This is an optimization exercise on Yosys and OpenROAD, whose aim is small area, a short achievable clock period and few clock cycles, not a production implementation. Where RTL was checked, it was by simulation tests only, not by an equivalence proof against the original. Power and IR drop assume default switching activity.

// mcu_test_sequencer
module mcu_test_sequencer #(
  parameter int unsigned DEPTH     = 64,
  parameter int unsigned ADDR_W    = $clog2(DEPTH),
  parameter int unsigned DATA_W    = 16,
  parameter bit          SIGN_EXT  = 1'b1,
  parameter int unsigned ROM_LAT   = 1,
  parameter logic [31:0] FINISH_PC = 32'h64,
  parameter int unsigned TIMEOUT   = 20'hFFFFF,
  parameter int unsigned CNT_W     = 20
) (
  input  logic              clk_sys,
  input  logic              rst_sync,
  input  logic              start,
  output logic [ADDR_W-1:0] rom_addr,
  input  logic [DATA_W-1:0] rom_rdata,
  output logic [ADDR_W-1:0] ram_addr,
  output logic              ram_we,
  output logic [DATA_W-1:0] ram_wdata,
  output logic              cpu_rst,
  input  logic [31:0]       cpu_pc,
  input  logic [31:0]       cpu_mem_addr,
  input  logic              cpu_mem_we,
  input  logic [31:0]       cpu_mem_wdata,
  output logic [31:0]       cpu_mem_rdata,
  output logic              busy,
  output logic              done,
  output logic              timeout_err,
  output logic [CNT_W-1:0]  cycle_cnt
);
  localparam logic [ADDR_W-1:0] IDX_LAST = ADDR_W'(DEPTH - 1);
  localparam logic [CNT_W-1:0]  RUN_LAST = CNT_W'(TIMEOUT - 1);
  localparam logic [31:0]       EXT_MASK =
    (DATA_W >= 32) ? 32'h0 : ~((32'h1 << DATA_W) - 32'h1);
  logic st_start_q, st_load_q, st_run_q, st_wb_q, st_done_q, st_err_q;
  ...
export LEC_CHECK = 0
export CAP_MARGIN = 20
export CORE_ASPECT_RATIO = 0.7
export CORE_MARGIN = 2
export CORE_UTILIZATION = 50
export CTS_CLUSTER_DIAMETER = 100
export CTS_CLUSTER_SIZE = 24
export SETUP_SLACK_MARGIN = 2.0
export SLEW_MARGIN = 20
export SYNTH_HIERARCHICAL = 1
create_clock -name core_clock -period 6.5 [get_ports {clk_sys}]
standard.sh (not shown) runs the stock make flow with config.mk's settings and CLKGATE_MAP_FILE= SYNTH_SCRIPT=/design/flow/synth_recipe.tcl, a recipe that flattens the netlist after the stock synthesis.
==> flow/flow/run.sh <==
#!/bin/bash
# Standard layout, with the ports buffered by plain buffers (buf_1) instead of
# the default delay buffers.
set -euo pipefail
bash standard.sh "BUFFER_PORTS_ARGS=-buffer_cell sky130_fd_sc_hd__buf_1" finish > standard_flow.log 2>&1
The baseline produced a clean layout.
Testbench counts at the start, summed over its fixed seeds: cycles 14,809.
Edit:
Settings changed: CORE_ASPECT_RATIO 0.7 to not set, SETUP_SLACK_MARGIN 2.0 to 2.5.
Effect:
- wire length decreases by a little under a tenth
- power is lower slightly
- area after synthesis is unchanged
- first-iteration DRC count goes down by a quarter to a third
- worst setup slack got worse by 53 ps


== v56 ==
mcu_test_sequencer again, from the RTL that the note above started with.
export LEC_CHECK = 0
export CAP_MARGIN = 20
export CORE_MARGIN = 2
export CORE_UTILIZATION = 50
export CTS_CLUSTER_DIAMETER = 100
export CTS_CLUSTER_SIZE = 28
export SETUP_SLACK_MARGIN = 2.0
export SLEW_MARGIN = 20
export SYNTH_HIERARCHICAL = 1
create_clock -name core_clock -period 6.5 [get_ports {clk_sys}]
Scripts as last shown in full above: flow/flow/run.sh
Testbench counts of v56, summed over its fixed seeds: cycles 14,809.
## Diff of input files: v4 against v56
Settings: CTS_CLUSTER_SIZE changed from 28 to 24; SETUP_SLACK_MARGIN changed from 2.0 to 1.8.
[summary]
STATUS final setup slack of the worst path: v4 loses against v56
Design area, v4 vs v56: up slightly
[v4 vs v56] count of clock-net buffers in the final layout: higher in v4
v56 reports its launching instance or port of the critical path as st_run_q$_DFF_PP0_ while v4 reports cpu_mem_addr[2].
According to the power report, total power for v4 is higher than for v56.
In the flow results for v56 and v4, the global-route wire length before repair is smaller on v56.
Setup changes, v4 to v13
Settings: swapping 1.8 for 2.0 in SETUP_SLACK_MARGIN.
Results
Hold slack on v13 is ahead of v4. Diff v13 and v4: normalized max-slew margin higher in v4. A timing endpoint of the critical path of cpu_mem_rdata[16] is what v13 shows, while cpu_mem_rdata[4] belongs to v4. Between v13 and v4, the via total after detailed routing figures differ only marginally. Register-to-register slack: v13 worse than v4. v13 ended with more worst hold path stage count than v4. Standard cell area after detailed placement across v13 and v4: no real change. Post-placement cell count of v13 is on par with v4. Going from v4 to v13, final clock period utilization by the worst path shows a reduction of 1.2 points, setup slack has increased, non-clock buffer count now sits at about the same level, critical path depth lower.
Here is what was changed in the inputs of v7 compared with v13.
==> flow/flow/run.sh <==
#!/bin/bash
# Standard layout, with the ports buffered by plain buffers (buf_4) instead of
# the default delay buffers.
set -euo pipefail
bash standard.sh "BUFFER_PORTS_ARGS=-buffer_cell sky130_fd_sc_hd__buf_4" finish > standard_flow.log 2>&1
[summary]
Diff v13 -> v7: global-route met3 utilization about even; share of flip-flops with an asynchronous set or reset did not really move; setup slack has decreased; share of total power in sequential cells held.
v7: no failed stages, no open violations at the end
Against v13, the final cell area of v7 is lower.
Compared with v13, v7 degrades reported clock group power.
v7 vs v13: sequential fraction of total cell area up
Input-level comparison between v29 and v7:
Settings: PLACE_DENSITY now 0.65, previously not set.
==> flow/flow/run.sh <==
#!/bin/bash
# Standard layout, with the ports buffered by plain buffers (buf_1) instead of
# the default delay buffers.
set -euo pipefail
bash standard.sh "BUFFER_PORTS_ARGS=-buffer_cell sky130_fd_sc_hd__buf_1" finish > standard_flow.log 2>&1
Notes after the runs:
v7 -> v29: final cell count increased slightly
Worst slack after detailed placement in v29 is 0.12 ns lower than in v7
There was hardly any difference in clock transition at the registers of the reported paths between v29 and v7.
Compared with v7, v29 shows a core utilization that is 0.90 points higher.
Routed wire in v29 totals more than in v7.
Final critical-path setup slack delta for v29 relative to v7: 0.10 ns lower
Total power of v29 exceeds that of v7 slightly.
What v26 does differently from v29 at the input level:
Settings: a change of PLACE_DENSITY from 0.65 to 0.6; a change of CORE_UTILIZATION from 50 to 45.
### Flow results
Core area ends up higher on v26. Share of cell area taken by multi-input logic gates for v26: 0.30 points down relative to v29. Taking v29 as the reference, in v26 fraction of area in non-clock buffers lower, met3 global-route usage decreased 2.6 points, number of global-route vias before repair has remained practically unchanged, combinational share of power decreased by 0.3 points relative to the old numbers, initial antenna violation count up 1. The worst hold slack was comparable across v26 and v29. Looking at worst-path cell with the longest stage delay, the sky130_fd_sc_hd__dfrtp_1 result is from v29; the sky130_fd_sc_hd__nor4_2 one comes from v26.


mcu_test_sequencer, a different RTL version from the one above (not shown whole).
For scale: roughly 2100 flip-flops, about 200 I/O pins, ~76000 um^2 of cells after synthesis.
// mcu_test_sequencer
module mcu_test_sequencer #(
  parameter int unsigned DEPTH     = 64,
  parameter int unsigned ADDR_W    = $clog2(DEPTH),
  parameter int unsigned DATA_W    = 16,
  parameter bit          SIGN_EXT  = 1'b1,
  parameter int unsigned ROM_LAT   = 1,
  parameter logic [31:0] FINISH_PC = 32'h64,
  parameter int unsigned TIMEOUT   = 20'hFFFFF,
  parameter int unsigned CNT_W     = 20
) (
  input  logic              clk_sys,
  input  logic              rst_sync,
  input  logic              start,
  output logic [ADDR_W-1:0] rom_addr,
  input  logic [DATA_W-1:0] rom_rdata,
  output logic [ADDR_W-1:0] ram_addr,
  output logic              ram_we,
  output logic [DATA_W-1:0] ram_wdata,
  output logic              cpu_rst,
  input  logic [31:0]       cpu_pc,
  input  logic [31:0]       cpu_mem_addr,
  input  logic              cpu_mem_we,
  input  logic [31:0]       cpu_mem_wdata,
  output logic [31:0]       cpu_mem_rdata,
  output logic              busy,
  output logic              done,
  output logic              timeout_err,
  output logic [CNT_W-1:0]  cycle_cnt
);
make LEC_CHECK=0 CAP_MARGIN=20 CORE_MARGIN=2 CORE_UTILIZATION=50 CTS_BUF_LIST='sky130_fd_sc_hd__clkbuf_4 sky130_fd_sc_hd__clkbuf_8' SETUP_SLACK_MARGIN=2.0 SLEW_MARGIN=20 finish   # period 6.5 ns
run.sh (not shown) runs the stock make flow with config.mk's settings and CLKGATE_MAP_FILE= SYNTH_SCRIPT=/design/flow/synth_recipe.tcl, a recipe that flattens the netlist after the stock synthesis.
Stock flow here: none of the scripts above is used.
The baseline finished with timing, DRC and antenna clean.
Next try:
- CTS_BUF_LIST: sky130_fd_sc_hd__clkbuf_4 sky130_fd_sc_hd__clkbuf_8 -> unset
What happened: Critical path depth climbs by 1; sequential share of layout area goes down by 0.22 points; clock power is higher by about 8%; power rises by about 3%; synthesized cell count is unchanged; cell area increases by 0.33%; global-route usage hardly moves; area after synthesis is unchanged.
Next try:
- CORE_UTILIZATION: 50 -> 40
- SETUP_SLACK_MARGIN: 2.0 -> unset
The new run completed with no timing, DRC or antenna violations.
Setup slack loses 850 ps.
Non-clock buffer count fell by 171.
Cell area fell by about 3.6%.
Synthesized cell count does not change.
Total power fell by about 1.1%.
Fmax fell by 14%.
Cell count rose by about 4%.
Die area rose by 25%.
Count of clock-buffer cells in the layout fell by 34.
First-iteration DRC count fell by 18%.
No run of this note included a check of the RTL's function; only the layout flow was run.


Setup of build 56:
The RTL this note starts from:
==> flow/design.v <==
module mcu_test_sequencer #(
  parameter int unsigned DEPTH     = 64,
  parameter int unsigned ADDR_W    = $clog2(DEPTH),
  parameter int unsigned DATA_W    = 16,
  parameter bit          SIGN_EXT  = 1'b1,
  parameter int unsigned ROM_LAT   = 1,
  parameter logic [31:0] FINISH_PC = 32'h64,
  parameter int unsigned TIMEOUT   = 20'hFFFFF,
  parameter int unsigned CNT_W     = 20
) (
  input  logic              clk_sys,
  input  logic              rst_sync,
  input  logic              start,
  output logic [ADDR_W-1:0] rom_addr,
  input  logic [DATA_W-1:0] rom_rdata,
  output logic [ADDR_W-1:0] ram_addr,
  output logic              ram_we,
  output logic [DATA_W-1:0] ram_wdata,
  output logic              cpu_rst,
  input  logic [31:0]       cpu_pc,
  input  logic [31:0]       cpu_mem_addr,
  input  logic              cpu_mem_we,
  input  logic [31:0]       cpu_mem_wdata,
  output logic [31:0]       cpu_mem_rdata,
  output logic              busy,
  output logic              done,
  output logic              timeout_err,
  output logic [CNT_W-1:0]  cycle_cnt
);
  localparam logic [ADDR_W-1:0] IDX_LAST = ADDR_W'(DEPTH - 1);
  localparam logic [CNT_W-1:0]  RUN_LAST = CNT_W'(TIMEOUT - 1);
  localparam logic [31:0]       EXT_MASK =
    (DATA_W >= 32) ? 32'h0 : ~((32'h1 << DATA_W) - 32'h1);
  logic st_start_q, st_load_q, st_run_q, st_wb_q, st_done_q, st_err_q;
  logic st_start_d, st_load_d, st_run_d, st_wb_d, st_done_d, st_err_d;
  logic [ADDR_W-1:0] idx_q, idx_d;
  logic [7:0]        idx_lo_q, idx_hi_q;
  logic [CNT_W-1:0]  cnt_q, cnt_d;
  logic [31:0]       mem_q [DEPTH];
  logic [31:0]       ext_rdata;
  logic [31:0]       wdata;
  logic [ADDR_W-1:0] cpu_idx;
  logic              cpu_in_range;
  logic              unused_byte_lane;
  logic              finish, tmo, go, idx_last;
  assign ext_rdata = (SIGN_EXT && rom_rdata[DATA_W-1]) ? (32'(rom_rdata) | EXT_MASK)
                                                       : 32'(rom_rdata);
  assign cpu_idx          = cpu_mem_addr[ADDR_W+1:2];
  assign cpu_in_range     = (cpu_mem_addr[31:ADDR_W+2] == '0);
  assign unused_byte_lane = ^cpu_mem_addr[1:0];
  assign finish   = (cpu_pc == FINISH_PC);
  assign tmo      = (cnt_q == RUN_LAST);
  assign go       = (st_done_q | st_err_q) & start;
  assign idx_last = (idx_q == IDX_LAST);
  always_comb begin
    st_start_d = 1'b0;
    st_load_d  = go | st_start_q | (st_load_q & ~idx_last);
    st_run_d   = (st_load_q & idx_last) | (st_run_q & ~finish & ~tmo);
    st_wb_d    = (st_run_q & finish) | (st_wb_q & ~idx_last);
    st_done_d  = (st_wb_q & idx_last) | (st_done_q & ~start);
    st_err_d   = (st_run_q & ~finish & tmo) | (st_err_q & ~start);
  end
  always_comb begin
    idx_d = idx_q;
    if (st_start_q | go | ((st_load_q | st_wb_q) & ~idx_last) | (st_run_q & finish))
      idx_d = st_start_q ? '0 : idx_q + 1'b1;
  end
  always_comb begin
    cnt_d = cnt_q;
    if (st_load_q)     cnt_d = '0;
    else if (st_run_q) cnt_d = cnt_q + 1'b1;
  end
  logic [7:0]        cpu_lo, cpu_hi, sel_lo, sel_hi;
  logic [DEPTH-1:0]  wsel;
  logic [31:0]       rdata;
  always_comb begin
    for (int j = 0; j < 8; j++) begin
      cpu_lo[j] = (cpu_idx[2:0] == 3'(j));
      cpu_hi[j] = (cpu_idx[5:3] == 3'(j)) && cpu_in_range;
    end
  end
  assign sel_lo = ({8{st_run_q}} & cpu_lo) | ({8{~st_run_q}} & idx_lo_q);
  assign sel_hi = ({8{st_run_q}} & cpu_hi) | ({8{st_wb_q}} & idx_hi_q);
  always_comb begin
    for (int i = 0; i < DEPTH; i++)
      wsel[i] = sel_lo[i % 8] &
                ((st_run_q & cpu_mem_we & cpu_hi[i / 8]) | (st_load_q & idx_hi_q[i / 8]));
  end
  assign wdata = st_load_q ? ext_rdata : cpu_mem_wdata;
  for (genvar b = 0; b < 32; b++) begin : g_rd
    logic [7:0] grp_bit;
    for (genvar g = 0; g < 8; g++) begin : g_grp
      logic [7:0] word_bit;
      for (genvar j = 0; j < 8; j++) begin : g_w
        assign word_bit[j] = mem_q[8*g+j][b];
      end
      mcu_test_sequencer_ao8 u_lo (.sel(sel_lo), .d(word_bit), .y(grp_bit[g]));
    end
    mcu_test_sequencer_ao8 u_hi (.sel(sel_hi), .d(grp_bit), .y(rdata[b]));
  end
  always_ff @(posedge clk_sys or posedge rst_sync) begin
    if (rst_sync) begin
      st_start_q <= 1'b1;
      st_load_q  <= 1'b0;
      st_run_q   <= 1'b0;
      st_wb_q    <= 1'b0;
      st_done_q  <= 1'b0;
      st_err_q   <= 1'b0;
    end else begin
      st_start_q <= st_start_d;
      st_load_q  <= st_load_d;
      st_run_q   <= st_run_d;
      st_wb_q    <= st_wb_d;
      st_done_q  <= st_done_d;
      st_err_q   <= st_err_d;
    end
  end
  always_ff @(posedge clk_sys) begin
    idx_q <= idx_d;
    for (int j = 0; j < 8; j++) begin
      idx_lo_q[j] <= (idx_d[2:0] == 3'(j));
      idx_hi_q[j] <= (idx_d[5:3] == 3'(j));
    end
    cnt_q <= cnt_d;
  end
  always_ff @(posedge clk_sys) begin
    for (int i = 0; i < DEPTH; i++)
      if (wsel[i]) mem_q[i] <= wdata;
  end
  assign rom_addr      = st_start_q ? '0 : idx_q + 1'b1;
  assign ram_addr      = idx_q;
  assign ram_wdata     = rdata[DATA_W-1:0];
  assign cpu_mem_rdata = rdata;
  assign ram_we        = st_wb_q;
  assign cpu_rst       = ~st_run_q;
  assign busy          = st_load_q | st_run_q | st_wb_q;
  assign done          = st_done_q;
  assign timeout_err   = st_err_q;
  assign cycle_cnt     = cnt_q;
endmodule
module mcu_test_sequencer_ao8 (
  input  logic [7:0] sel,
  input  logic [7:0] d,
  output logic       y
);
  assign y = |(sel & d);
endmodule
Settings: LEC_CHECK=0, CAP_MARGIN=20, CORE_MARGIN=2, CORE_UTILIZATION=50, CTS_CLUSTER_DIAMETER=100, CTS_CLUSTER_SIZE=30, SETUP_SLACK_MARGIN=2.0, SLEW_MARGIN=20, SYNTH_HIERARCHICAL=1; clock period 6.5 ns.
standard.sh (not shown) runs the stock make flow with config.mk's settings and CLKGATE_MAP_FILE= SYNTH_SCRIPT=/design/flow/synth_recipe.tcl, a recipe that flattens the netlist after the stock synthesis.
==> flow/flow/run.sh <==
#!/bin/bash
# Standard layout, with the ports buffered by plain buffers (buf_4) instead of
# the default delay buffers.
set -euo pipefail
bash standard.sh "BUFFER_PORTS_ARGS=-buffer_cell sky130_fd_sc_hd__buf_4" finish > standard_flow.log 2>&1
Build 56: done, clean on timing, DRC and antenna
Testbench counts of build 56, summed over its fixed seeds: cycles 14,809.
Edits applied to the flow inputs when going from build 56 to build 72:
==> flow/run.sh (new file) <==
#!/bin/bash
# synth_recipe.tcl (not shown) runs the flow's synth.tcl, then flattens the netlist and writes it again
# the make line also repeats each setting of config.mk as NAME=value (left out here)
make -C /OpenROAD-flow-scripts/flow DESIGN_CONFIG=/design/flow/config.mk WORK_HOME=/design/flow/orfs CLKGATE_MAP_FILE= SYNTH_SCRIPT=/design/flow/synth_recipe.tcl finish
--- a/flow/config.mk
+++ b/flow/config.mk
@@ -13 +13 @@
-export SETUP_SLACK_MARGIN = 2.0
+export SETUP_SLACK_MARGIN = 3.0
removed: flow/flow/run.sh
removed: flow/standard.sh
No stage failed in build 72, and the final checks on the layout all came back clean. The higher average wire per standard cell of build 56 and build 72 is in build 72. Worst setup slack in build 72 vs build 56: up 0.12 ns. Going from build 56 to build 72, clock tree buffer count of the final layout decreased 1.0%, worst endpoint data arrival time has decreased, maximum net fanout on the critical path went up.
Setup changes, build 72 to build 16
--- a/flow/config.mk
+++ b/flow/config.mk
@@ -11,3 +11 @@
-export CTS_CLUSTER_DIAMETER = 100
-export CTS_CLUSTER_SIZE = 30
-export SETUP_SLACK_MARGIN = 3.0
+export SETUP_SLACK_MARGIN = 2.0
- Build 16: PASS, flow complete, no timing, DRC or antenna violations
- Comparing the two runs side by side, build 16 comes out ahead of build 72 on post-route worst setup slack.
- Summary of build 16 over build 72: wire length of the first global-routing pass up 0.52%, count of clock-buffer cells in the layout went up, data-path buffer share of cell area in the final layout fell 1.7 points.
- Sequential cell count came out exactly the same in build 16 and build 72.
- The routed via count divided by cell count number comes out higher for build 72 vs build 16.
- Compared with build 72, count of instances resized after the clock tree is built in build 16 decreased by more than 10%.
- Relative to build 72, the clock group total power measured on build 16 has increased by more than half.
diff inputs: build 16 => build 10
==> flow/flow/run.sh (new file) <==
#!/bin/bash
# Standard layout, with the ports buffered by plain buffers (buf_4) instead of
# the default delay buffers.
set -euo pipefail
bash standard.sh "BUFFER_PORTS_ARGS=-buffer_cell sky130_fd_sc_hd__buf_4" finish > standard_flow.log 2>&1
==> flow/standard.sh (new file) <==
#!/bin/bash
# synth_recipe.tcl (not shown) runs the flow's synth.tcl, then flattens the netlist and writes it again
# the make line also repeats each setting of config.mk as NAME=value (left out here)
make -C /OpenROAD-flow-scripts/flow DESIGN_CONFIG=/design/flow/config.mk WORK_HOME=/design/flow/orfs CLKGATE_MAP_FILE= SYNTH_SCRIPT=/design/flow/synth_recipe.tcl "${@:-finish}"
--- a/flow/config.mk
+++ b/flow/config.mk
@@ -10 +10,4 @@
-export CORE_UTILIZATION = 50
+export CORE_UTILIZATION = 65
+export CTS_CLUSTER_DIAMETER = 100
+export CTS_CLUSTER_SIZE = 24
+export PLACE_DENSITY = 0.75
removed: flow/run.sh
Findings:
Delta (build 10 minus build 16): proportion of total power due to net switching saw a decrease, post-route minimum period rose 0.041 ns, wire length per cell after detailed routing up 11%. [build 10] initial core utilization rose 15 points relative to build 16. The higher combinational cell fraction of total power came out of build 10.
diff inputs: build 10 => build 53
--- a/flow/config.mk
+++ b/flow/config.mk
@@ -10 +10 @@
-export CORE_UTILIZATION = 65
+export CORE_UTILIZATION = 50
@@ -13,2 +13 @@
-export PLACE_DENSITY = 0.75
-export SETUP_SLACK_MARGIN = 2.0
+export SETUP_SLACK_MARGIN = 1.5
Results
Share of cell area taken by muxes after synthesis came out exactly the same in build 53 and build 10. Build 53 and build 10 ended up with roughly the same power. The number of post-CTS setup repair buffers of build 53 falls short of that of build 10 by about 14%. | worst vdd rail ir drop | higher: build 10 |. Looking only at met3 layer usage reported by global route, and setting everything else aside, the higher value of build 53 and build 10 goes to build 10. Going from build 10 to build 53, the share of the clock period used by the worst path was found to have gone up by 0.34 points. Across both runs, count of clock-buffer cells in the layout was lower for build 53 than for build 10. Delta (build 53 minus build 10): routability-driven placement congestion ratio now smaller, delay contributed by the slowest stage of the critical path rose 0.05 ns, final non-filler cell area closely matched the old numbers.
Input changes introduced in build 21 (baseline for comparison: build 53):
--- a/flow/config.mk
+++ b/flow/config.mk
@@ -10 +10 @@
-export CORE_UTILIZATION = 50
+export CORE_UTILIZATION = 58
@@ -13 +13,2 @@
-export SETUP_SLACK_MARGIN = 1.5
+export PLACE_DENSITY = 0.66
+export SETUP_SLACK_MARGIN = 2.0
==> comparison <==
Build 53 → build 21: netlist area before placement essentially unchanged; least setup slack across all paths after layout has increased; non-clock buffering overhead in the final layout +1.1 points; cell count went down about 3.7%; cell area after placement fell by 830 um^2. Of build 21 and build 53, build 21 shows the higher maximum frequency, with build 53 below it. NOTE non-clock buffer count build 53->build 21 increased by a few percent. Fraction of power consumed by the clock network (higher): build 53. Taking build 53 as the reference, in build 21 CTS buffer count level, layout overhead on the synthesized area moved up. On build 21: fraction of power consumed by combinational cells is 0.5 points higher than what build 53 gave.

-- static timing again, ports no longer ideal --
The flow's constraints put no driver on any port. The routed layouts listed below were extracted and timed again, unchanged, in two steps. Step 1 sets driving cells, clkbuf_16 on the clock port and buf_2 on the other inputs (assumed; they add their load-dependent delay and slew). Step 2, shift: input delay + t, output delay - t, t = (earliest + latest rising clock arrival at the registers) / 2. This alone moves slack from input paths to output paths. Slacks: no drivers / after step 1 / after step 2; pairs: no drivers / after step 1.
run | t, ns | setup WS [ns] | hold WS [ns] | latest minus earliest clock arrival (ns) | worst register clock-pin slew, ns
the first run of note 1 | 0.851 | 1.738 / 1.492 / 1.492 | 0.544 / 0.544 / 0.544 | 0.045 / 0.045 | 0.10 / 0.10
the second run of note 1 | 0.835 | 1.685 / 1.451 / 1.451 | 0.547 / 0.547 / 0.547 | 0.039 / 0.039 | 0.10 / 0.10
v56 | 0.821 | 1.705 / 1.345 / 1.345 | 0.553 / 0.525 / 0.553 | 0.044 / 0.045 | 0.11 / 0.11
v4 | 0.822 | 1.700 / 1.457 / 1.457 | 0.543 / 0.543 / 0.543 | 0.041 / 0.041 | 0.10 / 0.10
v13 | 0.827 | 1.778 / 1.417 / 1.417 | 0.552 / 0.516 / 0.552 | 0.043 / 0.043 | 0.10 / 0.10
v7 | 0.839 | 1.691 / 1.459 / 1.391 | 0.555 / 0.555 / 0.555 | 0.046 / 0.045 | 0.10 / 0.10
v29 | 0.847 | 1.588 / 1.316 / 1.316 | 0.550 / 0.522 / 0.550 | 0.059 / 0.060 | 0.11 / 0.11
v26 | 0.843 | 1.694 / 1.442 / 1.442 | 0.551 / 0.524 / 0.551 | 0.059 / 0.059 | 0.10 / 0.10
the first run of note 3 | 1.079 | 0.943 / 0.893 / 0.909 | 0.538 / 0.538 / 0.538 | 0.059 / 0.059 | 0.07 / 0.07
the second run of note 3 | 0.907 | 1.164 / 1.081 / 1.225 | 0.536 / 0.536 / 0.536 | 0.029 / 0.029 | 0.07 / 0.07
the third run of note 3 | 0.923 | 0.315 / 0.228 / 0.270 | 0.530 / 0.530 / 0.530 | 0.039 / 0.038 | 0.07 / 0.07
build 56 | 0.810 | 1.308 / 1.265 / 1.265 | 0.458 / 0.399 / 0.545 | 0.041 / 0.041 | 0.12 / 0.12
build 72 | 0.820 | 1.428 / 1.349 / 1.349 | 0.535 / 0.535 / 0.535 | 0.027 / 0.027 | 0.12 / 0.12
build 16 | 0.926 | 1.434 / 1.349 / 1.349 | 0.538 / 0.538 / 0.538 | 0.034 / 0.034 | 0.07 / 0.07
build 10 | 0.801 | 1.393 / 1.259 / 1.259 | 0.497 / 0.440 / 0.555 | 0.061 / 0.061 | 0.11 / 0.11
build 53 | 0.834 | 1.371 / 1.240 / 1.240 | 0.471 / 0.407 / 0.550 | 0.035 / 0.034 | 0.10 / 0.10
build 21 | 0.828 | 1.391 / 1.302 / 1.302 | 0.438 / 0.374 / 0.560 | 0.040 / 0.039 | 0.10 / 0.10
After both steps every run listed still meets setup and hold. The setup slack of v13, which loses most, moves by -0.361 ns with the drivers and by -0.361 ns with both steps.
